This is an optimization exercise on Yosys and OpenROAD, whose aim is a short achievable clock period and few clock cycles per item, not a production implementation.
The RTL was checked by simulation tests, not by an equivalence proof against the original design.

==> trial 5: inputs <==
==> flow/design.v (excerpt) <==
module multicycle_cpu #(
  parameter int          XLEN     = 64,
  parameter int          NREG     = 32,
  parameter logic [63:0] RESET_PC = '0
) (
  input  logic            clk,
  input  logic            reset,
  output logic            mem_req,
  output logic            mem_we,
  output logic [XLEN-1:0] mem_addr,
  output logic [XLEN-1:0] mem_wdata,
  input  logic [XLEN-1:0] mem_rdata,
  input  logic            mem_ready,
  output logic            halted,
  output logic            illegal,
  output logic [XLEN-1:0] dbg_pc
);
clock: 6.0 ns
lec_check: 0
cap_margin: 20
core_margin: 2
core_utilization: 40
place_density: 0.6
setup_slack_margin: 2.5
slew_margin: 20
run.sh (not shown) runs the stock make flow with config.mk's settings and CLKGATE_MAP_FILE= SYNTH_SCRIPT=/design/flow/synth_recipe.tcl, a recipe that flattens the netlist after the stock synthesis.
==> build 10: changes against trial 5 <==
--- a/flow/design.v
+++ b/flow/design.v
@@ -38,15 +38,14 @@
   logic [BW-1:0] bptr;
   logic          tr_v;
   logic [63:0]   tr_pc, tr_tgt;
   logic        e_v, e_alu, e_ld, e_sd, e_br, e_halt, e_ill;
   logic [3:0]  e_fn;
   logic [4:0]  e_rd;
   logic [63:0] e_a, e_b, e_bx, e_pc, e_tgt;
-  logic [63:0] s_a, s_i;
   logic        l_v, l_ld;
   logic [4:0]  l_rd;
   logic [63:0] w_res;
   logic        p_f, p_alt, p_sd;
   logic [63:0] p_pc;
   logic [63:0] f_nx;
   logic stall, st_flush;
@@ -84,15 +83,15 @@
   logic [7:0]    sp_g0 [NC];
   logic [7:0]    sp_gm [NC];
   logic [NB-1:0] ovk, b_kill;
   logic [FN-1:0] live;
   for (genvar i = 0; i < NC; i++) begin : g_ov
     mc_win16p u_win (
       .p((i == FN + 1) ? mem_addr : (i == FN) ? qd_p : fq_p[i % FN]),
-      .x(~s_a), .y(~s_i), .k(64'd10),
+      .x(~e_a), .y(~e_bx), .k(64'd10),
       .c(ov_c[i]), .g0(ov_g0[i]), .gm(ov_gm[i]));
   end
   always_comb begin
     for (int k = 0; k < FN; k++) live[k] = (FW'(k - fh) < fcnt);
     cand_v = {arr, qd_v, live};
   end
   for (genvar j = 0; j < NB; j++) begin : g_bk
@@ -231,16 +230,14 @@
       e_halt   <= 1'b0;
       e_ill    <= 1'b0;
       e_fn     <= '0;
       e_rd     <= '0;
       e_a      <= '0;
       e_b      <= '0;
       e_bx     <= '0;
-      s_a      <= '0;
-      s_i      <= '0;
       e_pc     <= '0;
       e_tgt    <= '0;
       l_v      <= 1'b0;
       l_ld     <= 1'b0;
       l_rd     <= '0;
       w_res    <= '0;
       sp_v     <= '0;
@@ -332,16 +329,14 @@
         e_halt <= d_halt;
         e_ill  <= ~d_ecall;
         e_fn   <= {d_r & d_or, d_r & d_and, d_r & d_sub, ~(d_r & (d_or | d_and | d_sub))};
         e_rd   <= rd;
         e_a    <= fa;
         e_b    <= fb;
         e_bx   <= d_r ? fb : (d_sd ? imm_s : imm_i);
-        s_a    <= d_sd ? fa : 64'd0;
-        s_i    <= d_sd ? imm_s : 64'd0;
         e_pc   <= qd_p;
         e_tgt  <= tgt_d;
       end
       if (e_hlt) begin
         halted  <= 1'b1;
         illegal <= e_ill;
         dbg_pc  <= e_pc + 64'd4;
SETUP_SLACK_MARGIN = 3.0   (was 2.5)
==> comparison table <==
Result of the run: trial 5 failed layout checks; build 10 aborted with a tool error
Last stage reached: trial 5 -; build 10 global routing
Layout check failures: trial 5 capacitance limit, slew limit; build 10 -
Count leader, synth: trial 5 nor2_1; build 10 edfxtp_1
CTS resizes: trial 5 502; build 10 6,567
Share of synthesized area spent on multiplexers: trial 5 13.05%; build 10 12.91%
Number of sinks handled by clock tree synthesis: trial 5 4,356; build 10 4,280
Floorplan row count: trial 5 314; build 10 312
Xor-xnor portion of the synthesized cell area: trial 5 5.809%; build 10 5.799%
Post-place instance area: trial 5 314,500 um2; build 10 314,000 um2
Synthesized instance count: trial 5 26.90k; build 10 26.63k
Post-synthesis sequential element count: trial 5 4,356; build 10 4,280
Count of different cell masters after synthesis: trial 5 107; build 10 105
Starting density of the core: trial 5 40.07%; build 10 40.14%
Die height: trial 5 858.9 um; build 10 855.0 um
Synthesized area divided by synthesized cell count: trial 5 10.87 um2; build 10 10.88 um2
Post-synthesis share of cell area spent on full adders, half adders and majority gates: trial 5 15.63%; build 10 16.02%
Count of placed standard cells including taps: trial 5 36.10k; build 10 36.16k
GPL Wtd Cong: trial 5 1.062; build 10 1.074
Setup Buffers After CTS: trial 5 131; build 10 1,236
Fraction of the mapped netlist area in simple logic gates: trial 5 10.79%; build 10 10.79%
Die width: trial 5 858.9 um; build 10 855.0 um
Post-detail-place hpwl: trial 5 991,800 um; build 10 1,093,000 um
Compound-cell area share of the yosys netlist: trial 5 9.020%; build 10 9.065%
Netlist Area Pre-Place: trial 5 292,300 um2; build 10 289,700 um2
Testbench counts of trial 5, summed over its fixed seeds: cycles 89,070, instrs 77,735.
Testbench counts of build 10, summed over its fixed seeds: cycles 89,070, instrs 77,735.

[separate check: timing with driven ports]
Ports are ideal in the flow. The routed layout listed here was re-timed in OpenROAD. Step 1, drivers: a clkbuf_16 drives clk and a buf_2 each remaining input, both assumed. Step 2 also shifts input and output timing later by t, the mid clock arrival at the registers, as if the neighbouring blocks saw the same clock. Three values: ideal, step 1, step 2; two values: the first two.
run: trial 5
t (ns): 1.272
setup slack, ns: 1.308 / 1.308 / 0.830
hold slack, ns: 0.453 / 0.372 / 0.453
latest minus earliest clock arrival (ns): 0.108 / 0.107
cell pins on the clock port's net: 1
For trial 5, drivers alone change the setup slack by 0.000 ns; drivers and shift together by -0.478 ns.
